This design comes from an exercise in tuning for small area on the open sky130 flow, not from production work. RTL that was checked went through simulation tests only; none was proved equivalent to the original. For run 1, only the layout was checked, not whether the RTL still works. Power figures rest on the tool's default switching activity, not on a simulated workload.

<file path="design/flow/config.mk">
export PLATFORM = sky130hd
export DESIGN_NAME = tft_top
export DESIGN_NICKNAME = tft_top
export VERILOG_FILES = /design/flow/design.v
export SDC_FILE = /design/flow/constraint.sdc
export NUM_CORES = 4
export LEC_CHECK = 0
export CAP_MARGIN = 20
export CORE_MARGIN = 2
export CORE_UTILIZATION = 40
export SLEW_MARGIN = 20
</file>
<file path="design/flow/design.v">
package tft_pkg;
	typedef struct packed {
		logic [4:0] red;
		logic [5:0] green;
		logic [4:0] blue;
	} rgb565_t;
	typedef struct packed {
		logic [7:0] red;
		logic [7:0] green;
		logic [7:0] blue;
	} rgb888_t;
	typedef struct packed {
		logic pixel_stb;
		logic hblank;
		logic vblank;
	} tft_sync_t;
	typedef struct packed {
		rgb888_t rgb;
		logic    de;
	} tft_pixel_t;
	typedef struct packed {
		logic        req;
		logic [23:0] addr;
	} mem_req_t;
endpackage
`timescale 1ns/1ps
module tft_timing (
	input  logic               clk,
	input  logic               n_reset,
	output tft_pkg::tft_sync_t sync,
	output logic               flush,
	output logic               first,
	output logic               near_stb
);
logic [2:0] div_cnt;
logic       pixel_stb;
logic [4:0] h_cnt;
logic [2:0] v_cnt;
logic       div_end;
assign div_end = &div_cnt;
always_ff @(posedge clk, negedge n_reset) begin
	if (!n_reset) begin
		div_cnt   <= '0;
		pixel_stb <= 1'b0;
		h_cnt     <= 5'd12;
		v_cnt     <= 3'd6;
	end else begin
		div_cnt   <= div_cnt + 1'b1;
		pixel_stb <= div_end;
		if (div_end) begin
			if (&h_cnt) begin
				h_cnt <= 5'd12;
				v_cnt <= v_cnt + 1'b1;
			end else
				h_cnt <= h_cnt + 1'b1;
		end
	end
end
assign sync  = {pixel_stb, ~h_cnt[4], v_cnt[2] & v_cnt[1]};
assign flush = v_cnt == 3'd6;
assign first = div_cnt == 3'd1;
assign near_stb = div_cnt == 3'd0 | div_cnt[2] & (div_cnt[1] | div_cnt[0]);
endmodule
`timescale 1ns/1ps
module tft_fetch (
	input  logic                clk,
	input  logic                n_reset,
	input  tft_pkg::tft_sync_t  sync,
	input  logic                flush,
	input  logic                first,
	input  logic                near_stb,
	output tft_pkg::mem_req_t   mem,
	input  logic                rdy,
	input  logic                ifrdy,
	input  tft_pkg::rgb565_t    data,
	output tft_pkg::tft_pixel_t pixel,
	output logic                underrun
);
logic        req;
logic        accept;
logic        keep;
logic        pop;
logic        avail;
logic        shift;
logic [2:0]  beat;    
logic [2:0]  level;   
logic [2:0]  wp;      
logic [2:0]  rp;      
logic        show;    
logic        de;
logic [6:0]  ofs;     
logic [15:0] store [4];
logic [15:0] shown;
assign accept = req & rdy;
assign keep   = ifrdy & ~beat[2] & ~(beat[1] & beat[0]) & ~flush;
assign pop    = sync.pixel_stb & ~sync.hblank & ~sync.vblank;
assign avail  = (wp != rp) | keep;
assign shift  = pop & avail;
assign req = ~flush & (~level[2] & ~level[1] | level == 3'd2 & show & near_stb);
always_ff @(posedge clk, negedge n_reset) begin
	if (!n_reset)
		beat <= '0;
	else if (ifrdy)
		beat <= beat + 1'b1;
end
always_ff @(posedge clk, negedge n_reset) begin
	if (!n_reset) begin
		de   <= 1'b0;
		show <= 1'b0;
	end else begin
		de <= ~sync.hblank & ~sync.vblank;
		if (sync.pixel_stb)
			show <= shift;
	end
end
always_ff @(posedge clk) begin
	if (flush) begin
		level <= '0;
		wp    <= '0;
		rp    <= '0;
		ofs   <= '0;
	end else begin
		level <= level + (accept ? 3'd3 : 3'd0) - ((sync.pixel_stb & show) ? 3'd1 : 3'd0);
		if (keep)
			wp <= wp + 1'b1;
		if (shift)
			rp <= rp + 1'b1;
		if (accept)
			ofs <= ofs + 7'd3;
	end
end
always_ff @(posedge clk) begin
	if (keep)
		store[wp[1:0]] <= data;
end
always_comb begin
	shown = '0;
	for (int i = 0; i < 4; i++)
		if (show && rp[1:0] == 2'(i + 1))
			shown = shown | store[i];
end
assign mem      = {req, 4'hf, 13'd0, ofs};
assign pixel    = {shown[15:11], 3'b000, shown[10:5], 2'b00, shown[4:0], 3'b000, de};
assign underrun = de & ~show & first;
endmodule
`timescale 1ns/1ps
module tft_top (
	input  logic                clk,
	input  logic                n_reset,
	output tft_pkg::mem_req_t   mem,
	input  logic                rdy,
	input  logic                ifrdy,
	input  tft_pkg::rgb565_t    data,
	output tft_pkg::tft_pixel_t pixel,
	output tft_pkg::tft_sync_t  sync,
	output logic                underrun
);
logic flush;
logic first;
logic near_stb;
tft_timing timing_i (
	.clk      (clk),
	.n_reset  (n_reset),
	.sync     (sync),
	.flush    (flush),
	.first    (first),
	.near_stb (near_stb)
);
tft_fetch fetch_i (
	.clk      (clk),
	.n_reset  (n_reset),
	.sync     (sync),
	.flush    (flush),
	.first    (first),
	.near_stb (near_stb),
	.mem      (mem),
	.rdy      (rdy),
	.ifrdy    (ifrdy),
	.data     (data),
	.pixel    (pixel),
	.underrun (underrun)
);
endmodule
</file>
<file path="design/flow/flow/run.sh">
#!/bin/bash
# Standard ORFS layout with three changes: ports are buffered with buf_1,
# constants come from one tie cell per value, and CTS adds no dummy loads.
set -euo pipefail
export BUFFER_PORTS_ARGS="-buffer_cell sky130_fd_sc_hd__buf_1"
export SKIP_REPAIR_TIE_FANOUT=1
export CTS_ARGS="-sink_clustering_enable -repair_clock_nets -dont_use_dummy_load"
bash standard.sh synth > synth.log 2>&1
bash standard.sh "BUFFER_PORTS_ARGS=$BUFFER_PORTS_ARGS" "SKIP_REPAIR_TIE_FANOUT=$SKIP_REPAIR_TIE_FANOUT" "CTS_ARGS=$CTS_ARGS" finish > layout.log 2>&1
</file>
<file path="design/flow/standard.sh">
#!/bin/bash
# synth_recipe.tcl (not shown) runs the flow's synth.tcl, then flattens the netlist and writes it again
# the make line also repeats each setting of config.mk as NAME=value (left out here)
make -C /OpenROAD-flow-scripts/flow DESIGN_CONFIG=/design/flow/config.mk WORK_HOME=/design/flow/orfs CLKGATE_MAP_FILE= SYNTH_SCRIPT=/design/flow/synth_recipe.tcl "${@:-finish}"
</file>
<file path="design/flow/constraint.sdc">
create_clock -name core_clock -period 10.0 [get_ports {clk}]
set_input_delay 2.0000 -clock core_clock [delete_from_list [all_inputs] [get_ports {clk}]]
set_output_delay 2.0000 -clock core_clock [all_outputs]
set_load 0.01 [all_outputs]
</file>
==> flow_summary.json, run 1 <==
{
  "place_ws_ns": 6.17,
  "vias": 2453,
  "critPathRequiredTime_ns": 8.00,
  "setup_ws_ns": 5.85,
  "grt-ovfl-total": 0,
  "critPathMaxStageDelay_ns": 0.73,
  "final_util_pct": 43.3,
  "timing.final.max_slew_violations": 0,
  "worstSetupPathType": "flop to primary output",
  "reg2reg_setup_slack_ns": 7.11,
  "initial_core_util_pct": 41.3,
  "synth_top_area_share_pct": 44.9,
  "cts-root-buf": "clkbuf_8",
  "synth_fp_nets": 371,
  "cp_top_family": "adder cells",
  "slew_headroom_pct": 37.9,
  "cp_num_buf_inv": 1,
  "layout.nets": 389,
  "syn_area_per_cell_sq_um": 13.0,
  "ant_nets": 0,
  "yosysWarnings": 2,
  "synth_edf_count": 64,
  "cts_max_path_buffers": 2,
  "setup_viol": 0,
  "post_drt_wl_per_cell_um": 16.4,
  "period_share_pct": 41.5,
  "coreArea_sq_um": 10400,
  "clkTransAtPathRegs_ns": 0.08,
  "hold_buffers": 0,
  "dieArea_sq_um": 11500,
  "seq_power_share_pct": 58.1,
  "ctsResizeCount": 0,
  "synthCells": 329,
  "synth-main-ff-cell": "edfxtp_1",
  "grt_max_degree": 22,
  "mostFrequentLayoutCell": "edfxtp_1",
  "antennaDiodeCount": 0,
  "grt_pass1_vias": 2488,
  "skew_ns": 0.0287,
  "stdcell_count": 481,
  "hp-class": "flop to flop",
  "ys_ff_latch": 97,
  "r2r-end": "fetch_i.level[2]$_SDFF_PN0_",
  "antenna_found_initial": 0,
  "cp.arrival_ns": 2.15,
  "rsz0062_at_grt": "false",
  "status": "timing/DRC/antenna clean",
  "start_kind": "flop",
  "drive_gt1_share_pct": 5.22,
  "syn2layout_area_growth_pct": 4.82,
  "wl_um": 7880,
  "numCtsBuffers": 9,
  "drt_iter0_markers": 94,
  "io_pins": 74,
  "grt_pass1_wl_um": 12600,
  "p_int_mw": 0.662,
  "path_cells": "ha_1 -> a22oi_1 -> a21oi_1 -> buf_1",
  "firstDrtPassIters": 4,
  "clock-sinks": 97,
  "ys_seq_area_share_pct": 62.4,
  "rr_startpoint": "timing_i.v_cnt[0]$_DFFE_PN0P_",
  "cts_setup_buffers": 0,
  "drv_cap": 0,
  "hpwl_um": 4940,
  "synth_async_sr_flop_share_pct": 17.5,
  "route.detailed.drc": 0,
  "most-common-layout-cells": "edfxtp_1, buf_1, a22oi_1",
  "hold_viol_final": 0,
  "fmax_mhz": 241,
  "p_leak_nw": 1.68,
  "vias_per_cell": 5.10,
  "worst_pin_slew_ns": 0.932,
  "routabilityCongestion": 0.726,
  "finalSetupTns_ns": 0,
  "mappedNetlistArea_sq_um": 4280,
  "yosysUniqueCellTypes": 48,
  "yosysTopAreaCell": "edfxtp_1",
  "reg2regPathDepth": 12,
  "fp.dieW_um": 107,
  "cts_tree": "done",
  "dpl.cell_count": 472,
  "rows": 37,
  "p_total_mw": 0.937,
  "combPwrFrac_pct": 20.6,
  "critPathLaunch": "fetch_i.rp[0]$_SDFFE_PN0P_",
  "io_buffers": 48,
  "synthTopCellsByArea": "edfxtp_1, dfrtp_1, dfxtp_1",
  "htreeDepth": 3,
  "cp_slowest_cell": "ha_1",
  "ir_worst_vdd_mv": 0.0612,
  "clock_latency_ns": 0.37,
  "end_kind": "primary output",
  "critPathMaxFanout": 18,
  "powerDensity_nw_per_um2": 209,
  "fillers": 970,
  "p_sw_mw": 0.275,
  "p_sw_share_pct": 29.4,
  "min_period_ns": 4.15,
  "die_y_um": 107,
  "track_usage_pct": 14.5,
  "crit_end": "pixel[13]",
  "cp.depth": 4,
  "clkPwrFrac_pct": 21.2
}
==> through the flow <==
| step | area, sq um | hold WS, ns |
|---|---|---|
| after CTS | 4490 | 0.479 |
| after floorplan | 4280 | 0.445 |
| after detailed placement | 4360 | 0.466 |
| after global routing | 4490 | 0.500 |
| final | 4490 | 0.474 |
| after global placement | 4360 | 0.458 |
==> flip-flops by register name, indices dropped and copies added, names as in the netlist <==
signal and flops:
fetch_i.store 64, fetch_i.ofs 7, timing_i.h_cnt 5, fetch_i.beat 3, fetch_i.level 3, fetch_i.rp 3
fetch_i.wp 3, timing_i.div_cnt 3, timing_i.v_cnt 3, fetch_i.de 1, fetch_i.show 1, timing_i.pixel_stb 1
==> worst min-delay path by stage <==
| stage | start | endpoint | cells after the start |
|---|---|---|---|
| floorplan | fetch_i.beat[0]$_DFFE_PN0P_ | fetch_i.beat[0]$_DFFE_PN0P_ | 1 |
| global placement | fetch_i.beat[0]$_DFFE_PN0P_ | fetch_i.beat[0]$_DFFE_PN0P_ | 1 |
| detailed placement | fetch_i.beat[0]$_DFFE_PN0P_ | fetch_i.beat[0]$_DFFE_PN0P_ | 1 |
| CTS | fetch_i.beat[0]$_DFFE_PN0P_ | fetch_i.beat[0]$_DFFE_PN0P_ | 1 |
| global route | fetch_i.beat[0]$_DFFE_PN0P_ | fetch_i.beat[0]$_DFFE_PN0P_ | 1 |
| finish | fetch_i.beat[0]$_DFFE_PN0P_ | fetch_i.beat[0]$_DFFE_PN0P_ | 1 |
==> per-layer routing <==
layer	part of all wire, %	up-vias	track usage (%)
li1	-	1191	-
met1	46	1192	19.2
met2	47	58	22.5
met3	5.2	12	3.03
met4	2.1	0	7.78
met5	0	-	0
==> cell usage after synthesis, types with 2 or more instances <==
master and n:
edfxtp_1 64, a22oi_1 32, buf_4 28, ha_1 21, nand2_1 18, a21oi_1 17
inv_1 17, dfxtp_1 16, dfrtp_1 13, clkbuf_1 10, xnor2_1 10, nor2_1 8
o21ai_0 8, and2_1 7, mux2i_1 7, and3_1 6, dfstp_2 4, nand3_1 4
nand4_1 3, o211ai_1 3, conb_1 2, nor3_1 2, o2111ai_1 2, o21a_1 2
xor2_1 2
==> area by class of cell <==
| class | count | area, sq um | share of cell area, % |
|---|---|---|---|
| Clock buffer | 9 | 124 | 2.76 |
| Tap cell | 136 | 170 | 3.79 |
| Inverter | 18 | 67.6 | 1.51 |
| Timing Repair Buffer | 48 | 180 | 4.01 |
| Sequential cell | 97 | 2670 | 59.5 |
| Multi-Input combinational cell | 173 | 1270 | 28.4 |
==> logic make-up after synthesis <==
logic type	after synthesis	share of synthesized area, %
DFF	97	62.4
AOI/OAI and AO/OA	73	12.0
buffers and inverters	59	7.83
and+or+nand+nor	56	6.60
adders and majority gates	22	6.60
xor gates and xnor gates	12	2.45
muxes	8	1.90
other	2	0.175
==> worst reg2reg max path: cells and delay by family (launching register included) <==
kind,cells,cell delay [ns]
XOR/XNOR,2,0.31
adder cells (fa/ha/maj),4,1.13
buffers and inverters,2,0.11
flip-flops,1,0.36
AND/OR/NAND/NOR,4,0.87
==> power by group through the flow <==
stage	Clock [mW]	Combinational [mW]	Sequential [mW]
2_1_floorplan	0	0.151	0.550
3_3_place_gp	0	0.191	0.552
3_5_place_dp	0	0.196	0.554
4_1_cts	0.206	0.197	0.546
5_1_grt	0.220	0.224	0.553
6_report	0.199	0.193	0.545
==> inputs of run 2 (changes only) <==
--- a/design/flow/design.v
+++ b/design/flow/design.v
@@ -32,34 +32,23 @@
 	output logic               first,
 	output logic               near_stb
 );
-logic [2:0] div_cnt;
-logic       pixel_stb;
-logic [4:0] h_cnt;
-logic [2:0] v_cnt;
-logic       div_end;
-assign div_end = &div_cnt;
+logic [10:0] cnt;
+logic [10:0] cnt_inc;
+logic [2:0]  div;
+logic [2:0]  line;
+assign cnt_inc = cnt + 1'b1;
+assign div     = cnt[2:0];
+assign line    = cnt[10:8];
 always_ff @(posedge clk, negedge n_reset) begin
-	if (!n_reset) begin
-		div_cnt   <= '0;
-		pixel_stb <= 1'b0;
-		h_cnt     <= 5'd12;
-		v_cnt     <= 3'd6;
-	end else begin
-		div_cnt   <= div_cnt + 1'b1;
-		pixel_stb <= div_end;
-		if (div_end) begin
-			if (&h_cnt) begin
-				h_cnt <= 5'd12;
-				v_cnt <= v_cnt + 1'b1;
-			end else
-				h_cnt <= h_cnt + 1'b1;
-		end
-	end
+	if (!n_reset)
+		cnt <= '0;
+	else
+		cnt <= {cnt_inc[10:7], cnt_inc[6:5] | {2{~cnt_inc[7]}}, cnt_inc[4:0]};
 end
-assign sync  = {pixel_stb, ~h_cnt[4], v_cnt[2] & v_cnt[1]};
-assign flush = v_cnt == 3'd6;
-assign first = div_cnt == 3'd1;
-assign near_stb = div_cnt == 3'd0 | div_cnt[2] & (div_cnt[1] | div_cnt[0]);
+assign sync     = {div == 3'd0 & (cnt[7] | cnt[6]), ~cnt[7], ~line[2] & ~line[1]};
+assign flush    = line == 3'd0;
+assign first    = div == 3'd1;
+assign near_stb = div == 3'd0 | div[2] & (div[1] | div[0]);
 endmodule
 `timescale 1ns/1ps
 module tft_fetch (
@@ -96,7 +85,8 @@
 assign pop    = sync.pixel_stb & ~sync.hblank & ~sync.vblank;
 assign avail  = (wp != rp) | keep;
 assign shift  = pop & avail;
-assign req = ~flush & (~level[2] & ~level[1] | level == 3'd2 & show & near_stb);
+assign level = ofs[2:0] - rp + {2'b00, show};
+assign req   = ~flush & (~level[2] & ~level[1] | level == 3'd2 & show & near_stb);
 always_ff @(posedge clk, negedge n_reset) begin
 	if (!n_reset)
 		beat <= '0;
@@ -115,12 +105,10 @@
 end
 always_ff @(posedge clk) begin
 	if (flush) begin
-		level <= '0;
-		wp    <= '0;
-		rp    <= '0;
-		ofs   <= '0;
+		wp  <= '0;
+		rp  <= '0;
+		ofs <= '0;
 	end else begin
-		level <= level + (accept ? 3'd3 : 3'd0) - ((sync.pixel_stb & show) ? 3'd1 : 3'd0);
 		if (keep)
 			wp <= wp + 1'b1;
 		if (shift)
==> design/flow/flow/run.sh (replaced) <==
#!/bin/bash
# Standard ORFS layout with three changes: ports are buffered with buf_1,
# constants come from one tie cell per value, and CTS adds no dummy loads.
set -euo pipefail
export BUFFER_PORTS_ARGS="-buffer_cell sky130_fd_sc_hd__buf_1"
export SKIP_REPAIR_TIE_FANOUT=1
export CTS_ARGS="-sink_clustering_enable -repair_clock_nets -dont_use_dummy_load -buf_list {sky130_fd_sc_hd__clkbuf_4 sky130_fd_sc_hd__clkbuf_8} -sink_clustering_size 16"
bash standard.sh synth > synth.log 2>&1
bash standard.sh "BUFFER_PORTS_ARGS=$BUFFER_PORTS_ARGS" "SKIP_REPAIR_TIE_FANOUT=$SKIP_REPAIR_TIE_FANOUT" "CTS_ARGS=$CTS_ARGS" finish > layout.log 2>&1
==> run 2 against run 1 <==
Against the previous run: die area decreased by 4.2%; design area decreased by 3.4%; synthesized area shrank 4.4%; still clean; global-route usage is 0.47 points lower; critical path type unchanged; register-to-register slack gained 0.22 ns; non-clock buffer count rose by 2; synthesized cell count is 10% lower.
==> flow_summary.json, run 2 <==
{
  "slew_headroom_pct": 39.4,
  "mostFrequentLayoutCell": "edfxtp_1",
  "final_util_pct": 44.0,
  "worst_pin_slew_ns": 0.909,
  "antenna_found_initial": 0,
  "io_pins": 74,
  "route.detailed.drc": 0,
  "drive_gt1_share_pct": 6.94,
  "met2_length_um": 3540,
  "drv_cap": 0,
  "synth-main-ff-cell": "edfxtp_1",
  "post-route-cell-area_sq_um": 4340,
  "ys_ff_latch": 93,
  "cp.arrival_ns": 2.76,
  "synthCells": 295,
  "top_layer_used": "met4",
  "cts_tree": "done",
  "end_kind": "primary output",
  "rsz0062_at_grt": "false",
  "initial_core_util_pct": 41.5,
  "ys_seq_area_share_pct": 63.1,
  "worstSetupPathType": "flop to primary output",
  "layout.nets": 357,
  "mappedNetlistArea_sq_um": 4100,
  "start_kind": "flop",
  "yosysMostFrequentCell": "edfxtp_1",
  "clock-sinks": 93,
  "setup_ws_ns": 5.24,
  "synth_edf_count": 64,
  "stdcell_count": 450,
  "hpwl_um": 4710,
  "yosysTopAreaCell": "edfxtp_1",
  "setup_viol": 0,
  "cts-root-buf": "clkbuf_8",
  "grt_pass1_vias": 2273,
  "vias_per_cell": 5.07,
  "yosysUniqueCellTypes": 43,
  "rows": 36,
  "grt_pass1_wl_um": 12100,
  "firstDrtPassIters": 4,
  "cts_setup_buffers": 0,
  "synth_top_area_share_pct": 46.9,
  "synth_fp_nets": 333,
  "critPathMaxFanout": 6,
  "vias": 2283,
  "synthTopCellsByArea": "edfxtp_1, dfrtp_1, dfxtp_1",
  "coreArea_sq_um": 9860,
  "largest_reg_flops": 64,
  "htreeDepth": 3,
  "fmax_mhz": 210,
  "ir_worst_vdd_mv": 0.0699,
  "routabilityCongestion": 0.712,
  "timing.final.max_slew_violations": 0,
  "hold_buffers": 0,
  "ctsResizeCount": 0,
  "cts_max_path_buffers": 2,
  "antennaDiodeCount": 0,
  "track_usage_pct": 14.1,
  "clkTransAtPathRegs_ns": 0.07,
  "grt_max_degree": 22,
  "syn_area_per_cell_sq_um": 13.9,
  "p_leak_nw": 1.53,
  "p_total_mw": 0.641,
  "hold_viol_final": 0,
  "hp-class": "flop to flop",
  "status": "timing/DRC/antenna clean",
  "fp.dieW_um": 105,
  "finalSetupTns_ns": 0,
  "post_drt_wl_per_cell_um": 16.5,
  "critPathRequiredTime_ns": 8.00,
  "netlist_top_cells_count": "edfxtp_1, buf_4, ha_1",
  "place_ws_ns": 5.62,
  "wl_um": 7410,
  "io_buffers": 48,
  "die_y_um": 105,
  "period_share_pct": 47.6,
  "hold_ws_ns": 0.470,
  "numCtsBuffers": 9,
  "drt-met1-wl_um": 3450,
  "dpl.cell_count": 441,
  "powerDensity_nw_per_um2": 148,
  "clock_latency_ns": 0.35,
  "synth_async_sr_flop_share_pct": 17.2,
  "yosysWarnings": 2,
  "route.met3.wl_um": 337,
  "ant_nets": 0,
  "dieArea_sq_um": 11100,
  "syn2layout_area_growth_pct": 5.90,
  "min_period_ns": 4.76,
  "skew_ns": 0.0263,
  "most-common-layout-cells": "edfxtp_1, buf_1, ha_1",
  "drt_iter0_markers": 108,
  "placed_area_sq_um": 4210,
  "grt-ovfl-total": 0
}
## run 2: cell count changes after synthesis, moves of 4 or more
cell / delta
dfstp_2: -4
a22o_1: +16
nand2_1: -6
a21oi_1: -14
a22oi_1: -32
o21ai_0: -7
a221o_1: +16
nor2_1: +4
and2_1: -7
mux2i_1: -4
ha_1: -4
## run 2: area by class of cell
cell class | instances | area, sq um
Inverter | 16 | 60.1
Fill cell | 931 | 5530
Timing Repair Buffer | 50 | 195
Clock buffer | 9 | 124
Tap cell | 133 | 166
Sequential cell | 93 | 2580
Multi-Input combinational cell | 149 | 1210
## run 2: critical path, cell delays in order (launching register included)
cell	delay (ns)
dfrtp_1	0.42
inv_1	0.10
ha_1	0.28
inv_1	0.04
ha_1	0.18
fa_1	0.38
xnor3_4	0.47
xnor2_1	0.17
a211oi_1	0.22
buf_1	0.17
## run 2: report_power, final
part | internal (mW) | switching, mW
clock | 0.0808 | 0.111
sequential | 0.417 | 0.00444
combinational | 0.0105 | 0.0169
total | 0.509 | 0.132
## run 2: cells by family after synthesis
logic type               Yosys count  share of synthesized area (%)
flip-flops                        93                           63.1
AO/OA/AOI/OAI                     53                           11.2
other                              2                          0.183
buffers and inverters             53                           7.42
adder cells (fa/ha/maj)           18                           5.68
AND/OR/NAND/NOR                   53                           6.84
multiplexers                       6                           1.56
XOR/XNOR                          17                           4.06
## run 2: metal layers
metal / vias to the layer above / track usage, %
met3: 4 / 4.43
met1: 1118 / 18.0
met5: - / 0
met4: 0 / 3.52
met2: 53 / 23.2
li1: 1108 / -
## run 2: final timing paths
check                                            startpoint                           to  slack (ns)  depth (start not counted)
worst max-delay path               fetch_i.show$_DFFE_PN0P_                      mem[24]        5.24                          9
worst min-delay path            fetch_i.ofs[6]$_SDFFE_PN0P_  fetch_i.ofs[6]$_SDFFE_PN0P_        0.47                          2
worst max register to register     fetch_i.show$_DFFE_PN0P_  fetch_i.ofs[1]$_SDFFE_PN0P_        7.33                          9
worst min register to register  fetch_i.ofs[6]$_SDFFE_PN0P_  fetch_i.ofs[6]$_SDFFE_PN0P_        0.47                          2
max in group asynchronous                           n_reset  fetch_i.beat[1]$_DFFE_PN0P_        7.69                          1
min in group asynchronous                           n_reset   timing_i.cnt[10]$_DFF_PN0_        1.77                          1
==> inputs of run 3 (changes only) <==
==> design/flow/flow/run.sh (replaced) <==
#!/bin/bash
# Standard ORFS layout with three changes: ports are buffered with buf_1,
# constants come from one tie cell per value, and CTS adds no dummy loads.
set -euo pipefail
export BUFFER_PORTS_ARGS="-buffer_cell sky130_fd_sc_hd__buf_1"
export SKIP_REPAIR_TIE_FANOUT=1
export CTS_ARGS="-sink_clustering_enable -repair_clock_nets -dont_use_dummy_load -buf_list sky130_fd_sc_hd__clkbuf_8 -sink_clustering_size 25 -sink_clustering_max_diameter 200"
bash standard.sh synth > synth.log 2>&1
bash standard.sh "BUFFER_PORTS_ARGS=$BUFFER_PORTS_ARGS" "SKIP_REPAIR_TIE_FANOUT=$SKIP_REPAIR_TIE_FANOUT" "CTS_ARGS=$CTS_ARGS" finish > layout.log 2>&1
==> run 3 against run 2 <==
Against the previous run: combinational power is essentially flat; synthesized cell count did not move; die area did not move; global-route usage did not move; final cell count stayed put; register-to-register slack hardly changed; via count stayed put; design area is the same; critical path type unchanged.
==> flow_summary.json, run 3 <==
{
  "rsz0062_at_grt": "false",
  "route.detailed.drc": 0,
  "slew_headroom_pct": 39.4,
  "worst_pin_slew_ns": 0.909,
  "min_period_ns": 4.76,
  "synthCells": 295,
  "die_y_um": 105,
  "cts_setup_buffers": 0,
  "cts_tree": "done",
  "fmax_mhz": 210,
  "synthTopCellsByArea": "edfxtp_1, dfrtp_1, dfxtp_1",
  "hold_ws_ns": 0.470,
  "register_area_sq_um": 2580,
  "synth_edf_count": 64,
  "cts-root-buf": "clkbuf_8",
  "grt_pass1_wl_um": 12100,
  "rows": 36,
  "largest_reg_flops": 64,
  "synth_xor_area_share_pct": 4.06,
  "vias": 2283,
  "p_sw_share_pct": 20.6,
  "start_kind": "flop",
  "grt-ovfl-total": 0,
  "clock_latency_ns": 0.35,
  "vias_per_cell": 5.07,
  "hp-class": "flop to flop",
  "grt_pass1_vias": 2273,
  "yosysTopAreaCell": "edfxtp_1",
  "end_kind": "primary output",
  "cp.arrival_ns": 2.76,
  "p_sw_mw": 0.132,
  "timing.final.max_slew_violations": 0,
  "post_drt_wl_per_cell_um": 16.5,
  "synthSimpleGateAreaFrac_pct": 6.84,
  "ys_ff_latch": 93,
  "wl_um": 7410,
  "stdcell_count": 450,
  "critPathRequiredTime_ns": 8.00,
  "combPwrFrac_pct": 4.3,
  "hold_viol_final": 0,
  "drv_cap": 0,
  "drive_gt1_share_pct": 6.94,
  "multi_input_area_sq_um": 1210,
  "syn_area_per_cell_sq_um": 13.9,
  "drt_iter0_markers": 108,
  "clock-sinks": 93,
  "dpl.cell_count": 441,
  "ir_worst_vdd_mv": 0.0699,
  "clkTransAtPathRegs_ns": 0.07,
  "netlist_top_cells_count": "edfxtp_1, buf_4, ha_1",
  "seq_power_share_pct": 65.9,
  "period_share_pct": 47.6,
  "mostFrequentLayoutCell": "edfxtp_1",
  "clkPwrFrac_pct": 29.9,
  "initial_core_util_pct": 41.5,
  "ys_seq_area_share_pct": 63.1,
  "synth_top_family_by_area": "compound AO/OA/AOI/OAI gates",
  "track_usage_pct": 14.1,
  "ant_nets": 0,
  "yosysWarnings": 2,
  "firstDrtPassIters": 4,
  "numCtsBuffers": 9,
  "antenna_found_initial": 0,
  "status": "timing/DRC/antenna clean",
  "fillers": 931,
  "layout.nets": 357,
  "htreeDepth": 3,
  "io_pins": 74,
  "yosysMostFrequentCell": "edfxtp_1",
  "synth_async_sr_flop_share_pct": 17.2,
  "coreArea_sq_um": 9860,
  "hpwl_um": 4710,
  "most-common-layout-cells": "edfxtp_1, buf_1, ha_1",
  "mappedNetlistArea_sq_um": 4100,
  "hold_buffers": 0,
  "synth-adder-area-share_pct": 5.68,
  "io_buffers": 48,
  "antennaDiodeCount": 0,
  "synth_top_area_share_pct": 46.9,
  "setup_viol": 0,
  "ctsResizeCount": 0,
  "cts_max_path_buffers": 2,
  "finalSetupTns_ns": 0,
  "p_int_mw": 0.509,
  "syn2layout_area_growth_pct": 5.90,
  "p_leak_nw": 1.53,
  "dieArea_sq_um": 11100,
  "synth_compound_area_share_pct": 11.2,
  "critPathMaxFanout": 6,
  "synthMuxAreaShare_pct": 1.56,
  "synth-main-ff-cell": "edfxtp_1",
  "routabilityCongestion": 0.712,
  "skew_ns": 0.0263,
  "worstSetupPathType": "flop to primary output",
  "grt_max_degree": 22,
  "synth_fp_nets": 333,
  "powerDensity_nw_per_um2": 148,
  "yosysUniqueCellTypes": 43,
  "fp.dieW_um": 105
}
[run 3: cell counts in the layout (fill, tap and decap cells not counted)]
No cell type changed its count.
[run 3: power groups by stage]
stage               logic [mW]  clock network [mW]  registers [mW]
finish                  0.0274               0.191           0.422
global route            0.0323               0.212           0.423
CTS                     0.0279               0.198           0.422
global placement        0.0267                   0           0.430
floorplan               0.0261                   0           0.430
detailed placement      0.0281                   0           0.430
[run 3: critical path, cell delays in order (launching register included)]
cell and delay [ns]:
dfrtp_1 0.42, inv_1 0.10, ha_1 0.28, inv_1 0.04
ha_1 0.18, fa_1 0.38, xnor3_4 0.47, xnor2_1 0.17
a211oi_1 0.22, buf_1 0.17
[run 3: kinds of logic (layout without fill, tap and decap cells)]
logic type	count (synthesis)	after routing
flip-flops	93	93
AO/OA/AOI/OAI	53	53
AND/OR/NAND/NOR	53	53
buffers and inverters	53	75
adder cells (fa/ha/maj)	18	18
XOR/XNOR	17	17
multiplexers	6	6
other	2	2
[run 3: per-stage QoR]
stage / total power [mW] / cell area, sq um / setup slack (ns) / utilization [%]
after floorplan: 0.456 / 4100 / 5.76 / -
after global placement: 0.457 / 4210 / 5.67 / 42.7
after detailed placement: 0.458 / 4210 / 5.62 / 42.7
after CTS: 0.648 / 4340 / 5.23 / 44.0
after global routing: 0.667 / 4340 / 5.10 / 44.0
final: 0.641 / 4340 / 5.24 / 44.0
[run 3: area by class of cell]
class                           count  share of cell area [%]
Inverter                           16                    1.38
Timing Repair Buffer               50                    4.50
Clock buffer                        9                    2.86
Tap cell                          133                    3.84
Multi-Input combinational cell    149                    27.9
Sequential cell                    93                    59.5
[run 3: routing by layer]
layer | wire length (um) | part of all wire, % | vias to the layer above | global-route usage (%)
met5 | 0 | 0 | - | 0
li1 | - | - | 1108 | -
met2 | 3540 | 48 | 53 | 23.2
met1 | 3450 | 47 | 1118 | 18.0
met3 | 337 | 4.6 | 4 | 4.43
met4 | 72 | 0.97 | 0 | 3.52
[run 3: worst paths after layout]
check	end	cells past startpoint	startpoint	slack, ns
min reg2reg	fetch_i.ofs[6]$_SDFFE_PN0P_	2	fetch_i.ofs[6]$_SDFFE_PN0P_	0.47
max in group asynchronous	fetch_i.beat[1]$_DFFE_PN0P_	1	n_reset	7.69
max reg2reg	fetch_i.ofs[1]$_SDFFE_PN0P_	9	fetch_i.show$_DFFE_PN0P_	7.33
min	fetch_i.ofs[6]$_SDFFE_PN0P_	2	fetch_i.ofs[6]$_SDFFE_PN0P_	0.47
min in group asynchronous	timing_i.cnt[10]$_DFF_PN0_	1	n_reset	1.77
max	mem[24]	9	fetch_i.show$_DFFE_PN0P_	5.24
==> inputs of run 4 (changes only) <==
==> design/flow/flow/run.sh (replaced) <==
#!/bin/bash
# Standard ORFS layout with three changes: ports are buffered with buf_1,
# constants come from one tie cell per value, and CTS adds no dummy loads.
set -euo pipefail
export BUFFER_PORTS_ARGS="-buffer_cell sky130_fd_sc_hd__buf_1"
export SKIP_REPAIR_TIE_FANOUT=1
export CTS_ARGS="-sink_clustering_enable -repair_clock_nets -dont_use_dummy_load"
bash standard.sh synth > synth.log 2>&1
bash standard.sh "BUFFER_PORTS_ARGS=$BUFFER_PORTS_ARGS" "SKIP_REPAIR_TIE_FANOUT=$SKIP_REPAIR_TIE_FANOUT" "CTS_ARGS=$CTS_ARGS" finish > layout.log 2>&1
==> run 4 against run 3 <==
Against the previous run: non-clock buffer count unchanged; final cell count did not move; die area unchanged; design area stayed put; synthesized area did not move; worst setup slack unchanged; combinational power is essentially flat; clock skew is the same; sequential cell count is the same; via count stayed put; total power is the same; worst hold slack unchanged; critical path type unchanged.
==> flow_summary.json, run 4 <==
{
  "cp_slowest_cell": "xnor3_4",
  "worst_pin_slew_ns": 0.909,
  "drive_gt1_share_pct": 6.94,
  "yosysWarnings": 2,
  "mappedNetlistArea_sq_um": 4100,
  "path_cells": "inv_1 -> ha_1 -> inv_1 -> ha_1 -> fa_1 -> xnor3_4 -> xnor2_1 -> a211oi_1 -> buf_1",
  "post-route-cell-area_sq_um": 4340,
  "routabilityCongestion": 0.712,
  "vias": 2283,
  "yosysTopAreaCell": "edfxtp_1",
  "syn2layout_area_growth_pct": 5.90,
  "antenna_found_initial": 0,
  "initial_core_util_pct": 41.5,
  "critPathMaxStageDelay_ns": 0.47,
  "skew_ns": 0.0263,
  "register_area_sq_um": 2580,
  "firstDrtPassIters": 4,
  "cp_top_family": "adder cells",
  "wl_um": 7410,
  "track_usage_pct": 14.1,
  "fp.dieW_um": 105,
  "ys_seq_area_share_pct": 63.1,
  "synth_fp_nets": 333,
  "cp_num_buf_inv": 3,
  "coreArea_sq_um": 9860,
  "placed_area_sq_um": 4210,
  "antennaDiodeCount": 0,
  "ys_ff_latch": 93,
  "clkTransAtPathRegs_ns": 0.07,
  "critPathRequiredTime_ns": 8.00,
  "critPathMaxFanout": 6,
  "powerDensity_nw_per_um2": 148,
  "ir_worst_vdd_mv": 0.0699,
  "ctsResizeCount": 0,
  "most-common-layout-cells": "edfxtp_1, buf_1, ha_1",
  "end_kind": "primary output",
  "slew_headroom_pct": 39.4,
  "yosysUniqueCellTypes": 43,
  "start_kind": "flop",
  "largest_reg_flops": 64,
  "synthTopCellsByArea": "edfxtp_1, dfrtp_1, dfxtp_1",
  "mostFrequentLayoutCell": "edfxtp_1",
  "syn_area_per_cell_sq_um": 13.9,
  "p_total_mw": 0.641,
  "setup_ws_ns": 5.24,
  "place_ws_ns": 5.62,
  "min_period_ns": 4.76,
  "vias_per_cell": 5.07,
  "hold_buffers": 0,
  "fillers": 931,
  "fmax_mhz": 210,
  "synth_async_sr_flop_share_pct": 17.2,
  "hold_viol_final": 0,
  "route.detailed.drc": 0,
  "io_pins": 74,
  "yosysMostFrequentCell": "edfxtp_1",
  "rows": 36,
  "status": "timing/DRC/antenna clean",
  "rsz0062_at_grt": "false",
  "p_leak_nw": 1.53,
  "finalSetupTns_ns": 0,
  "multi_input_area_sq_um": 1210,
  "die_y_um": 105,
  "timing.final.max_slew_violations": 0,
  "synth_edf_count": 64,
  "cts_setup_buffers": 0,
  "cts_max_path_buffers": 2,
  "grt_pass1_wl_um": 12100,
  "cts_tree": "done",
  "dieArea_sq_um": 11100,
  "htreeDepth": 3,
  "layout.nets": 357,
  "cts-root-buf": "clkbuf_8",
  "drt_iter0_markers": 108,
  "synth-main-ff-cell": "edfxtp_1",
  "grt_pass1_vias": 2273,
  "grt_max_degree": 22,
  "io_buffers": 48,
  "numCtsBuffers": 9,
  "synthCells": 295,
  "worstSetupPathType": "flop to primary output",
  "cp.arrival_ns": 2.76,
  "period_share_pct": 47.6,
  "clock_latency_ns": 0.35,
  "drv_cap": 0,
  "final_util_pct": 44.0,
  "post_drt_wl_per_cell_um": 16.5,
  "ant_nets": 0,
  "hpwl_um": 4710,
  "hp-class": "flop to flop",
  "netlist_top_cells_count": "edfxtp_1, buf_4, ha_1",
  "setup_viol": 0,
  "clock-sinks": 93,
  "synth_top_area_share_pct": 46.9,
  "grt-ovfl-total": 0
}
run 4: metrics by stage:
step / cells / hold slack [ns]
after floorplan: 295 / 0.445
after global placement: 441 / 0.454
after detailed placement: 441 / 0.463
after CTS: 450 / 0.475
after global routing: 450 / 0.513
final: 450 / 0.470
run 4: cells by family (layout without fill, tap and decap cells):
logic type	Yosys count	count (layout)	share of synthesized area, %
AOI/OAI and AO/OA	53	53	11.2
xor gates and xnor gates	17	17	4.06
adders and majority gates	18	18	5.68
buffers and inverters	53	75	7.42
DFF	93	93	63.1
muxes	6	6	1.56
other	2	2	0.183
and+or+nand+nor	53	53	6.84
run 4: worst paths after layout:
kind	startpoint	end	slack, ns	depth (start not counted)
max in group asynchronous	n_reset	fetch_i.beat[1]$_DFFE_PN0P_	7.69	1
min in group asynchronous	n_reset	timing_i.cnt[10]$_DFF_PN0_	1.77	1
hold / removal	fetch_i.ofs[6]$_SDFFE_PN0P_	fetch_i.ofs[6]$_SDFFE_PN0P_	0.47	2
setup reg to reg	fetch_i.show$_DFFE_PN0P_	fetch_i.ofs[1]$_SDFFE_PN0P_	7.33	9
setup / recovery	fetch_i.show$_DFFE_PN0P_	mem[24]	5.24	9
hold reg to reg	fetch_i.ofs[6]$_SDFFE_PN0P_	fetch_i.ofs[6]$_SDFFE_PN0P_	0.47	2
run 4: power breakdown:
group	internal (mW)	total (mW)	switching (mW)
Sequential	0.417	0.422	0.00444
Clock	0.0808	0.191	0.111
Combinational	0.0105	0.0274	0.0169
Total	0.509	0.641	0.132
run 4: worst min-delay path, delay by kind of cell (launching register included):
family           cells  cell delay (ns)
and+or+nand+nor      1             0.06
DFF                  1             0.32
muxes                1             0.05
run 4: routing by layer:
metal	GRT usage, %	routed length (um)
met4	3.52	72
met1	18.0	3450
met2	23.2	3540
met3	4.43	337
met5	0	0
run 4: area by class of cell:
cell class	count	share of cell area, %
sequential	93	59.5
multi-input combinational	149	27.9
timing repair buffer	50	4.50
tap	133	3.84
clock buffer	9	2.86
inverter	16	1.38
==> inputs of run 5 (changes only) <==
==> design/flow/flow/run.sh (replaced) <==
#!/bin/bash
# Standard ORFS layout with three changes: ports are buffered with buf_1,
# constants come from one tie cell per value, and CTS adds no dummy loads.
set -euo pipefail
export BUFFER_PORTS_ARGS="-buffer_cell sky130_fd_sc_hd__buf_1"
export SKIP_REPAIR_TIE_FANOUT=1
export CTS_ARGS="-sink_clustering_enable -repair_clock_nets -dont_use_dummy_load -buf_list sky130_fd_sc_hd__clkbuf_16 -sink_clustering_size 50 -sink_clustering_max_diameter 200"
bash standard.sh synth > synth.log 2>&1
bash standard.sh "BUFFER_PORTS_ARGS=$BUFFER_PORTS_ARGS" "SKIP_REPAIR_TIE_FANOUT=$SKIP_REPAIR_TIE_FANOUT" "CTS_ARGS=$CTS_ARGS" finish > layout.log 2>&1
==> run 5 against run 4 <==
Against the previous run: synthesized cell count stayed put; highest routed layer unchanged; largest cell class unchanged; design area is 2.3% higher; wire length is 0.58% lower.
==> flow_summary.json, run 5 <==
{
  "status": "timing/DRC/antenna clean",
  "largest_reg_flops": 64,
  "die_y_um": 105,
  "cts_max_path_buffers": 2,
  "path_cells": "inv_1 -> ha_1 -> inv_1 -> ha_1 -> fa_1 -> xnor3_4 -> xnor2_1 -> a211oi_1 -> buf_1",
  "vias_per_cell": 5.05,
  "mappedNetlistArea_sq_um": 4100,
  "post-route-cell-area_sq_um": 4440,
  "worst_pin_slew_ns": 0.913,
  "critPathLaunch": "fetch_i.show$_DFFE_PN0P_",
  "most-common-layout-cells": "edfxtp_1, buf_1, ha_1",
  "placed_area_sq_um": 4210,
  "synthCells": 295,
  "yosysTopAreaCell": "edfxtp_1",
  "drt_iter0_markers": 100,
  "io_pins": 74,
  "clkTransAtPathRegs_ns": 0.05,
  "cp_slowest_cell": "xnor3_4",
  "route.met3.wl_um": 332,
  "worstSetupPathType": "flop to primary output",
  "vias": 2272,
  "combPwrFrac_pct": 3.8,
  "ys_seq_area_share_pct": 63.1,
  "powerDensity_nw_per_um2": 164,
  "synth_fp_nets": 333,
  "top_layer_used": "met4",
  "fmax_mhz": 211,
  "io_buffers": 48,
  "track_usage_pct": 14.2,
  "hold_buffers": 0,
  "dieArea_sq_um": 11100,
  "rsz0062_at_grt": "false",
  "timing.final.max_slew_violations": 0,
  "grt_max_degree": 22,
  "min_period_ns": 4.74,
  "rr_startpoint": "fetch_i.show$_DFFE_PN0P_",
  "start_kind": "flop",
  "coreArea_sq_um": 9860,
  "htreeDepth": 3,
  "ant_nets": 0,
  "fp.dieW_um": 105,
  "antennaDiodeCount": 0,
  "period_share_pct": 47.4,
  "syn_area_per_cell_sq_um": 13.9,
  "p_sw_share_pct": 19.5,
  "place_ws_ns": 5.62,
  "layout.nets": 357,
  "stdcell_count": 450,
  "p_leak_nw": 1.57,
  "clkPwrFrac_pct": 38.3,
  "drt-met1-wl_um": 3440,
  "p_sw_mw": 0.142,
  "grt_pass1_vias": 2272,
  "fillers": 915,
  "final_util_pct": 45.0,
  "dpl.cell_count": 441,
  "setup_ws_ns": 5.26,
  "rows": 36,
  "yosysMostFrequentCell": "edfxtp_1",
  "hold_viol_final": 0,
  "firstDrtPassIters": 7,
  "seq_power_share_pct": 58.0,
  "end_kind": "primary output",
  "synth_top_area_share_pct": 46.9,
  "min_from": "fetch_i.ofs[6]$_SDFFE_PN0P_",
  "synth_edf_count": 64,
  "finalSetupTns_ns": 0,
  "ir_worst_vdd_mv": 0.0768,
  "hp-class": "flop to flop",
  "hpwl_um": 4710,
  "slew_headroom_pct": 39.1,
  "reg2reg_setup_slack_ns": 7.35,
  "syn2layout_area_growth_pct": 8.37,
  "yosysUniqueCellTypes": 43,
  "yosysWarnings": 2,
  "grt_pass1_wl_um": 12000,
  "cts_setup_buffers": 0,
  "cts-root-buf": "clkbuf_16",
  "antenna_found_initial": 0,
  "drv_cap": 0,
  "synth_async_sr_flop_share_pct": 17.2,
  "grt-ovfl-total": 0,
  "route.detailed.drc": 0,
  "cp.arrival_ns": 2.74,
  "synth-main-ff-cell": "edfxtp_1",
  "clock_latency_ns": 0.34,
  "numCtsBuffers": 9,
  "ys_ff_latch": 93,
  "p_int_mw": 0.587,
  "met2_length_um": 3510,
  "critPathMaxFanout": 6,
  "routabilityCongestion": 0.712,
  "register_area_sq_um": 2580,
  "critPathRequiredTime_ns": 8.00,
  "skew_ns": 0.0164,
  "netlist_top_cells_count": "edfxtp_1, buf_4, ha_1",
  "multi_input_area_sq_um": 1210,
  "mostFrequentLayoutCell": "edfxtp_1",
  "ctsResizeCount": 0,
  "post_drt_wl_per_cell_um": 16.4,
  "initial_core_util_pct": 41.5,
  "cts_tree": "done",
  "setup_viol": 0,
  "synthTopCellsByArea": "edfxtp_1, dfrtp_1, dfxtp_1",
  "clock-sinks": 93,
  "critPathMaxStageDelay_ns": 0.47,
  "drive_gt1_share_pct": 6.94,
  "wl_um": 7360
}
==> run 5: worst max-delay path: cells and delay by family (launching register included) <==
| family | cells | cell delay [ns] |
|---|---|---|
| AO/OA/AOI/OAI | 1 | 0.22 |
| XOR/XNOR | 2 | 0.65 |
| adder cells (fa/ha/maj) | 3 | 0.84 |
| buffers and inverters | 3 | 0.31 |
| flip-flops | 1 | 0.41 |
==> run 5: logic make-up after synthesis <==
logic type               after synthesis  share of synthesized area, %
multiplexers                           6                          1.56
AND/OR/NAND/NOR                       53                          6.84
adder cells (fa/ha/maj)               18                          5.68
XOR/XNOR                              17                          4.06
AO/OA/AOI/OAI                         53                          11.2
buffers and inverters                 53                          7.42
flip-flops                            93                          63.1
other                                  2                         0.183
==> run 5: cell type report <==
class | instances | area share (%)
clock buffer | 9 | 5.07
inverter | 16 | 1.35
multi-input combinational | 149 | 27.2
sequential | 93 | 58.2
tap | 133 | 3.75
timing repair buffer | 50 | 4.40
==> run 5: power groups by stage <==
stage	clock (mW)	sequential [mW]	combinational (mW)
CTS	0.287	0.423	0.0279
floorplan	0	0.430	0.0261
finish	0.279	0.423	0.0275
global placement	0	0.430	0.0267
detailed placement	0	0.430	0.0281
global route	0.302	0.423	0.0323
==> run 5: path summary, 6_finish.rpt <==
path,end,depth (start not counted)
max,mem[24],9
min,fetch_i.ofs[6]$_SDFFE_PN0P_,2
max reg2reg,fetch_i.ofs[1]$_SDFFE_PN0P_,9
min reg2reg,fetch_i.ofs[6]$_SDFFE_PN0P_,2
max in group asynchronous,timing_i.cnt[7]$_DFF_PN0_,1
min in group asynchronous,timing_i.cnt[9]$_DFF_PN0_,1
==> run 5: per-layer routing <==
layer | vias to the layer above | GRT usage, %
li1 | 1111 | -
met4 | 0 | 4.38
met5 | - | 0
met1 | 1106 | 18.1
met3 | 6 | 4.62
met2 | 49 | 22.9
==> run 5: metrics by stage <==
step	power (mW)	hold WS [ns]
3_3_place_gp	0.457	0.454
5_1_grt	0.758	0.510
3_5_place_dp	0.458	0.463
4_1_cts	0.738	0.473
2_1_floorplan	0.456	0.445
6_report	0.729	0.469
==> inputs of run 6 (changes only) <==
--- a/design/flow/design.v
+++ b/design/flow/design.v
@@ -33,17 +33,24 @@
 	output logic               near_stb
 );
 logic [10:0] cnt;
-logic [10:0] cnt_inc;
+logic [10:0] nxt;
+logic [11:0] cy;      
 logic [2:0]  div;
 logic [2:0]  line;
-assign cnt_inc = cnt + 1'b1;
-assign div     = cnt[2:0];
-assign line    = cnt[10:8];
+assign div  = cnt[2:0];
+assign line = cnt[10:8];
+always_comb begin
+	cy[0] = 1'b1;
+	for (int i = 0; i < 11; i++) begin
+		nxt[i]    = cnt[i] ^ cy[i];
+		cy[i + 1] = cnt[i] & cy[i];
+	end
+end
 always_ff @(posedge clk, negedge n_reset) begin
 	if (!n_reset)
 		cnt <= '0;
 	else
-		cnt <= {cnt_inc[10:7], cnt_inc[6:5] | {2{~cnt_inc[7]}}, cnt_inc[4:0]};
+		cnt <= {nxt[10:7], nxt[6:5] | {2{~nxt[7]}}, nxt[4:0]};
 end
 assign sync     = {div == 3'd0 & (cnt[7] | cnt[6]), ~cnt[7], ~line[2] & ~line[1]};
 assign flush    = line == 3'd0;
@@ -85,13 +92,29 @@
 assign pop    = sync.pixel_stb & ~sync.hblank & ~sync.vblank;
 assign avail  = (wp != rp) | keep;
 assign shift  = pop & avail;
-assign level = ofs[2:0] - rp + {2'b00, show};
-assign req   = ~flush & (~level[2] & ~level[1] | level == 3'd2 & show & near_stb);
+logic [2:0] rp_inc;
+logic [6:0] ofs_nxt;
+logic [7:0] oc;
+assign rp_inc = rp + 1'b1;
+function automatic logic [2:0] step3(input logic [2:0] v, input logic en);
+	step3 = {v[2] ^ (v[1] & v[0] & en), v[1] ^ (v[0] & en), v[0] ^ en};
+endfunction
+always_comb begin
+	ofs_nxt[0] = ofs[0] ^ accept;
+	oc[1]      = ofs[0] & accept;
+	ofs_nxt[1] = ofs[1] ^ accept ^ oc[1];
+	oc[2]      = accept & (ofs[1] | ofs[0]);
+	for (int i = 2; i < 7; i++) begin
+		ofs_nxt[i] = ofs[i] ^ oc[i];
+		oc[i + 1]  = ofs[i] & oc[i];
+	end
+end
+assign req   = ~flush & (ofs[2:0] == rp | ofs[2:0] == rp_inc & (~show | near_stb));
 always_ff @(posedge clk, negedge n_reset) begin
 	if (!n_reset)
 		beat <= '0;
-	else if (ifrdy)
-		beat <= beat + 1'b1;
+	else
+		beat <= step3(beat, ifrdy);
 end
 always_ff @(posedge clk, negedge n_reset) begin
 	if (!n_reset) begin
@@ -109,12 +132,9 @@
 		rp  <= '0;
 		ofs <= '0;
 	end else begin
-		if (keep)
-			wp <= wp + 1'b1;
-		if (shift)
-			rp <= rp + 1'b1;
-		if (accept)
-			ofs <= ofs + 7'd3;
+		wp <= step3(wp, keep);
+		rp <= step3(rp, shift);
+		ofs <= ofs_nxt;
 	end
 end
 always_ff @(posedge clk) begin
==> design/flow/flow/run.sh (replaced) <==
#!/bin/bash
# Standard ORFS layout with three changes: ports are buffered with buf_1,
# constants come from one tie cell per value, and CTS adds no dummy loads.
set -euo pipefail
export BUFFER_PORTS_ARGS="-buffer_cell sky130_fd_sc_hd__buf_1"
export SKIP_REPAIR_TIE_FANOUT=1
export CTS_ARGS="-sink_clustering_enable -repair_clock_nets -dont_use_dummy_load"
bash standard.sh synth > synth.log 2>&1
bash standard.sh "BUFFER_PORTS_ARGS=$BUFFER_PORTS_ARGS" "SKIP_REPAIR_TIE_FANOUT=$SKIP_REPAIR_TIE_FANOUT" "CTS_ARGS=$CTS_ARGS" finish > layout.log 2>&1
--- a/design/flow/config.mk
+++ b/design/flow/config.mk
@@ -7,5 +7,5 @@
 export LEC_CHECK = 0
 export CAP_MARGIN = 20
 export CORE_MARGIN = 2
-export CORE_UTILIZATION = 40
+export CORE_UTILIZATION = 70
 export SLEW_MARGIN = 20
==> run 6 against run 5 <==
Against the previous run: final cell count decreased by 18%; still clean on timing, DRC and antenna; synthesized area decreased by 3.9%; core utilization is 30 points higher; worst hold slack improved by 0.0044 ns; largest cell class unchanged; first-iteration DRC count grew 39%; sequential share of layout area rose by 4.7 points; worst setup slack better by 0.30 ns.
==> flow_summary.json, run 6 <==
{
  "vias": 2140,
  "synth_edf_count": 64,
  "io_buffers": 48,
  "critPathMaxStageDelay_ns": 0.70,
  "cp_num_buf_inv": 1,
  "yosysMostFrequentCell": "edfxtp_1",
  "antennaDiodeCount": 0,
  "synthCells": 277,
  "yosysUniqueCellTypes": 35,
  "mostFrequentLayoutCell": "edfxtp_1",
  "numCtsBuffers": 9,
  "clock-sinks": 93,
  "hold_viol_final": 0,
  "ctsResizeCount": 0,
  "worst_pin_slew_ns": 0.854,
  "drv_cap": 0,
  "routabilityCongestion": 0.691,
  "htreeDepth": 3,
  "antenna_found_initial": 0,
  "hold_buffers": 0,
  "hp-class": "flop to flop",
  "cts_max_path_buffers": 2,
  "cts-root-buf": "clkbuf_8",
  "track_usage_pct": 21.5,
  "slew_headroom_pct": 43.1,
  "ys_seq_area_share_pct": 65.6,
  "path_cells": "ha_1 -> xnor3_1 -> nand4b_1 -> a21oi_2 -> buf_1",
  "initial_core_util_pct": 71.9,
  "reg2reg_setup_slack_ns": 6.87,
  "cp.arrival_ns": 2.43,
  "netlist_top_cells_count": "edfxtp_1, a22oi_1, buf_4, ha_1, a21oi_1",
  "route.detailed.drc": 0,
  "yosysWarnings": 2,
  "cts_setup_buffers": 0,
  "finalSetupTns_ns": 0,
  "min_period_ns": 4.43,
  "stdcell_count": 370,
  "timing.final.max_slew_violations": 0,
  "drt_iter0_markers": 139,
  "ant_nets": 0,
  "holdPathEnd": "timing_i.cnt[3]$_DFF_PN0_",
  "die_y_um": 79.0,
  "rr_startpoint": "fetch_i.rp[0]$_SDFF_PN0_",
  "synth_async_sr_flop_share_pct": 17.2,
  "io_pins": 74,
  "syn_area_per_cell_sq_um": 14.2,
  "rows": 27,
  "r2r-end": "fetch_i.ofs[6]$_SDFF_PN0_",
  "worstSetupPathType": "flop to primary output",
  "most-common-layout-cells": "edfxtp_1, buf_1, a22oi_1",
  "fp.dieW_um": 79.0,
  "status": "timing/DRC/antenna clean",
  "skew_ns": 0.0174,
  "critPathMaxFanout": 18,
  "ir_worst_vdd_mv": 0.0998,
  "synthTopCellsByArea": "edfxtp_1, dfrtp_1, ha_1",
  "grt-ovfl-total": 0,
  "fmax_mhz": 226,
  "min_delay_path_depth": 1,
  "hold_ws_ns": 0.473,
  "cp_slowest_cell": "ha_1",
  "min_from": "timing_i.cnt[3]$_DFF_PN0_",
  "mappedNetlistArea_sq_um": 3930,
  "cp_top_family": "adder cells",
  "firstDrtPassIters": 4,
  "dieArea_sq_um": 6240,
  "dpl.cell_count": 361,
  "cts_tree": "done",
  "grt_pass1_vias": 2064,
  "p_leak_nw": 1.57,
  "setup_viol": 0,
  "coreArea_sq_um": 5470,
  "powerDensity_nw_per_um2": 153,
  "vias_per_cell": 5.78,
  "layout.nets": 344,
  "synth_fp_nets": 321,
  "period_share_pct": 44.3,
  "syn2layout_area_growth_pct": 4.42,
  "synth_top_area_share_pct": 48.9,
  "start_kind": "flop",
  "end_kind": "primary output",
  "rsz0062_at_grt": "false",
  "reg2regPathDepth": 11,
  "largest_reg_flops": 64,
  "drive_gt1_share_pct": 5.37,
  "synth-main-ff-cell": "edfxtp_1",
  "grt_pass1_wl_um": 9890,
  "critPathRequiredTime_ns": 8.00,
  "hpwl_um": 3990,
  "clock_latency_ns": 0.34,
  "grt_max_degree": 22,
  "wl_um": 6210,
  "yosysTopAreaCell": "edfxtp_1",
  "clkTransAtPathRegs_ns": 0.08,
  "ys_ff_latch": 93,
  "post_drt_wl_per_cell_um": 16.8
}
[run 6: cell count changes after synthesis, sizes merged, moves of 6 or more]
cell and change:
ha +7, inv -9, a22o -16, a221o -16, a22oi +32, nand2 -6
a21oi +16, nor2 -7, and3 -6
[run 6: cell type report]
type                       count  area [sq um]
fill                         367          1370
sequential                    93          2580
clock buffer                   9           124
inverter                       8          30.0
multi-input combinational    137          1080
tap                           72          90.1
timing repair buffer          51           203
[run 6: kinds of logic (layout without fill, tap and decap cells)]
kind of cell / after synthesis / in the layout / synth area share (%)
buffers and inverters: 47 / 68 / 7.32
XOR/XNOR: 16 / 16 / 3.91
AO/OA/AOI/OAI: 56 / 56 / 9.64
AND/OR/NAND/NOR: 37 / 37 / 5.15
multiplexers: 2 / 2 / 0.509
adder cells (fa/ha/maj): 24 / 24 / 7.63
flip-flops: 93 / 93 / 65.6
other: 2 / 2 / 0.191
[run 6: worst max-delay path by stage]
stage | end | start | depth (start not counted) | slack (ns)
2_1_floorplan | fetch_i.store[2][0]$_DFFE_PP_ | ifrdy | 3 | 5.95
3_3_place_gp | mem[24] | fetch_i.rp[1]$_SDFF_PN0_ | 5 | 5.98
3_5_place_dp | mem[24] | fetch_i.rp[0]$_SDFF_PN0_ | 5 | 5.90
4_1_cts | mem[24] | fetch_i.rp[0]$_SDFF_PN0_ | 5 | 5.55
5_1_grt | mem[24] | fetch_i.rp[0]$_SDFF_PN0_ | 5 | 5.42
6_report | mem[24] | fetch_i.rp[0]$_SDFF_PN0_ | 5 | 5.57
[run 6: metal layers]
layer / track usage, % / part of all wire, % / vias up
met5: 0 / 0 / -
met4: 8.79 / 1.2 / 0
met3: 3.86 / 5.1 / 6
met2: 36.3 / 52 / 73
met1: 27.9 / 42 / 1037
li1: - / - / 1024
[run 6: per-stage QoR]
| step | util [%] | setup WS, ns | power (mW) | cell area, sq um |
|---|---|---|---|---|
| floorplan | - | 5.95 | 0.451 | 3930 |
| global placement | 72.8 | 5.98 | 0.452 | 3980 |
| detailed placement | 72.8 | 5.90 | 0.453 | 3980 |
| CTS | 75.1 | 5.55 | 0.634 | 4110 |
| global route | 75.1 | 5.42 | 0.650 | 4110 |
| finish | 75.1 | 5.57 | 0.629 | 4110 |
[run 6: where the power goes]
group	switching, mW	internal (mW)	leakage [nW]
Combinational	0.0148	0.00740	0.623
Clock	0.103	0.0807	0.0647
Sequential	0.00525	0.418	0.882
==> inputs of run 7 (changes only) <==
==> design/flow/config.mk (replaced) <==
export PLATFORM = sky130hd
export DESIGN_NAME = tft_top
export DESIGN_NICKNAME = tft_top
export VERILOG_FILES = /design/flow/design.v
export SDC_FILE = /design/flow/constraint.sdc
export NUM_CORES = 4
export LEC_CHECK = 0
export CAP_MARGIN = 10
export CORE_MARGIN = 2
export CORE_UTILIZATION = 40
export SLEW_MARGIN = 10
==> run 7 against run 6 <==
Against the previous run: design area grew 1.9%; sequential cell count stayed put; largest power group unchanged; critical path depth unchanged; clock power about the same; still clean; global-route usage decreased by 7.6 points; clock skew increased by 0.0098 ns; critical path type unchanged; worst hold slack hardly changed; critical endpoint unchanged; sequential power about the same; sequential share of layout area fell by 1.1 points; final cell count is 16% higher.
==> flow_summary.json, run 7 <==
{
  "busiest_layer": "met2",
  "fp.dieW_um": 103,
  "yosysUniqueCellTypes": 35,
  "dieArea_sq_um": 10600,
  "finalSetupTns_ns": 0,
  "min_from": "timing_i.cnt[4]$_DFF_PN0_",
  "synth_top_area_share_pct": 48.9,
  "worst_pin_slew_ns": 0.878,
  "rsz0062_at_grt": "false",
  "synthTopCellsByArea": "edfxtp_1, dfrtp_1, ha_1",
  "setup_viol": 0,
  "slew_headroom_pct": 41.4,
  "io_buffers": 48,
  "netlist_top_cells_count": "edfxtp_1, a22oi_1, buf_4, ha_1, a21oi_1",
  "ant_nets": 0,
  "min_period_ns": 4.49,
  "coreArea_sq_um": 9640,
  "p_leak_nw": 1.57,
  "largest_reg_flops": 64,
  "cp.arrival_ns": 2.49,
  "r2r-end": "fetch_i.ofs[6]$_SDFF_PN0_",
  "period_share_pct": 44.9,
  "clkTransAtPathRegs_ns": 0.07,
  "ys_ff_latch": 93,
  "ys_seq_area_share_pct": 65.6,
  "cts_max_path_buffers": 2,
  "ir_worst_vdd_mv": 0.0948,
  "grt.met3_usage_pct": 4.97,
  "yosysTopAreaCell": "edfxtp_1",
  "grt_pass1_vias": 2207,
  "route.detailed.drc": 0,
  "grt_max_degree": 22,
  "mappedNetlistArea_sq_um": 3930,
  "grt_pass1_wl_um": 11000,
  "status": "timing/DRC/antenna clean",
  "synth_edf_count": 64,
  "synth_fp_nets": 321,
  "cts_tree": "done",
  "rows": 36,
  "clock_latency_ns": 0.34,
  "io_pins": 74,
  "firstDrtPassIters": 4,
  "end_kind": "primary output",
  "routabilityCongestion": 0.747,
  "most-common-layout-cells": "edfxtp_1, buf_1, a22oi_1",
  "clock-sinks": 93,
  "powerDensity_nw_per_um2": 151,
  "cts-root-buf": "clkbuf_8",
  "synthCells": 277,
  "hold_buffers": 0,
  "timing.final.max_slew_violations": 0,
  "hold_ws_ns": 0.473,
  "critPathRequiredTime_ns": 8.00,
  "skew_ns": 0.0272,
  "ctsResizeCount": 0,
  "antenna_found_initial": 0,
  "numCtsBuffers": 9,
  "post_drt_wl_per_cell_um": 16.1,
  "rr_startpoint": "fetch_i.rp[1]$_SDFF_PN0_",
  "mostFrequentLayoutCell": "edfxtp_1",
  "syn2layout_area_growth_pct": 6.36,
  "holdPathEnd": "timing_i.cnt[4]$_DFF_PN0_",
  "grt_use_met1_pct": 17.8,
  "fmax_mhz": 223,
  "hp-class": "flop to flop",
  "wl_um": 6940,
  "vias_per_cell": 4.94,
  "min_delay_path_depth": 1,
  "syn_area_per_cell_sq_um": 14.2,
  "cts_setup_buffers": 0,
  "hold_viol_final": 0,
  "reg2reg_setup_slack_ns": 6.80,
  "use_met2_pct": 22.4,
  "start_kind": "flop",
  "synth_async_sr_flop_share_pct": 17.2,
  "drive_gt1_share_pct": 5.37,
  "track_usage_pct": 14.0,
  "yosysWarnings": 2,
  "layout.nets": 344,
  "htreeDepth": 3,
  "die_y_um": 103,
  "hpwl_um": 4500,
  "yosysMostFrequentCell": "edfxtp_1",
  "worstSetupPathType": "flop to primary output",
  "reg2regPathDepth": 11,
  "synth-main-ff-cell": "edfxtp_1",
  "drt_iter0_markers": 138,
  "critPathMaxFanout": 18,
  "initial_core_util_pct": 40.8,
  "antennaDiodeCount": 0,
  "grt-ovfl-total": 0,
  "vias": 2127,
  "drv_cap": 0
}
[run 7: cell counts after synthesis]
Identical to the previous run, type by type.
[run 7: where the power goes]
group | internal [mW] | total [mW] | switching, mW
registers | 0.418 | 0.422 | 0.00493
logic | 0.00732 | 0.0221 | 0.0148
clock network | 0.0807 | 0.187 | 0.106
total | 0.506 | 0.632 | 0.126
[run 7: worst max-delay path, cell delays in order, from the launching register on]
cell,delay (ns)
dfxtp_1,0.46
ha_1,0.77
xnor3_1,0.53
nand4b_1,0.14
a21oi_2,0.09
buf_1,0.16
[run 7: cell type report]
type	count	area, sq um
Fill cell	910	5460
Sequential cell	93	2580
Multi-Input combinational cell	137	1080
Timing Repair Buffer	51	203
Tap cell	133	166
Clock buffer	9	124
Inverter	8	30.0
[run 7: kinds of logic after synthesis]
kind of cell               after synthesis  synth area share [%]
and+or+nand+nor                         37                  5.15
muxes                                    2                 0.509
other                                    2                 0.191
xor gates and xnor gates                16                  3.91
adders and majority gates               24                  7.63
buffers and inverters                   47                  7.32
AOI/OAI and AO/OA                       56                  9.64
DFF                                     93                  65.6
[run 7: routing by layer]
layer,share of wire (%),up-vias
li1,-,1023
met1,46,1044
met2,47,54
met3,6.2,6
met4,0.95,0
met5,0,-
[run 7: per-stage QoR]
step,cells,area [sq um],power [mW],setup slack (ns),utilization (%)
after global placement,422,4060,0.452,5.92,42.1
after global routing,431,4180,0.661,5.30,43.4
final,431,4180,0.632,5.51,43.4
after CTS,431,4180,0.640,5.46,43.4
after floorplan,277,3930,0.451,5.95,-
after detailed placement,422,4060,0.453,5.82,42.1
[run 7: worst max path at each step]
| stage | from | end | slack [ns] | cells past startpoint |
|---|---|---|---|---|
| after floorplan | ifrdy | fetch_i.store[2][0]$_DFFE_PP_ | 5.95 | 3 |
| after global placement | fetch_i.rp[1]$_SDFF_PN0_ | mem[24] | 5.92 | 5 |
| after detailed placement | fetch_i.rp[0]$_SDFF_PN0_ | mem[24] | 5.82 | 5 |
| after CTS | fetch_i.rp[0]$_SDFF_PN0_ | mem[24] | 5.46 | 5 |
| after global routing | fetch_i.rp[1]$_SDFF_PN0_ | mem[24] | 5.30 | 5 |
| final | fetch_i.rp[1]$_SDFF_PN0_ | mem[24] | 5.51 | 5 |

port drivers added, routing unchanged:
The flow's constraints put no driver on any port. The routed layouts listed below were extracted and timed again, unchanged, in two steps. Step 1, drivers: a clkbuf_16 drives clk and a buf_2 each remaining input, both assumed. Step 2 also shifts input and output timing later by t, the mid clock arrival at the registers, as if the neighbouring blocks saw the same clock. Slacks: ideal / step 1 / step 2; pairs: ideal / step 1.
| run | shift t [ns] | slack for setup (ns) | latest minus earliest clock arrival (ns) |
|---|---|---|---|
| run 1 | 0.391 | 5.853 / 5.818 / 6.181 | 0.034 / 0.035 |
| run 2 | 0.372 | 5.243 / 5.210 / 5.583 | 0.026 / 0.027 |
| run 3 | 0.372 | 5.243 / 5.210 / 5.583 | 0.026 / 0.027 |
| run 4 | 0.372 | 5.243 / 5.210 / 5.583 | 0.026 / 0.027 |
| run 5 | 0.365 | 5.264 / 5.225 / 5.590 | 0.017 / 0.016 |
| run 6 | 0.359 | 5.567 / 5.536 / 5.895 | 0.018 / 0.018 |
| run 7 | 0.361 | 5.510 / 5.479 / 5.841 | 0.035 / 0.035 |
After both steps every run listed still meets setup and hold.
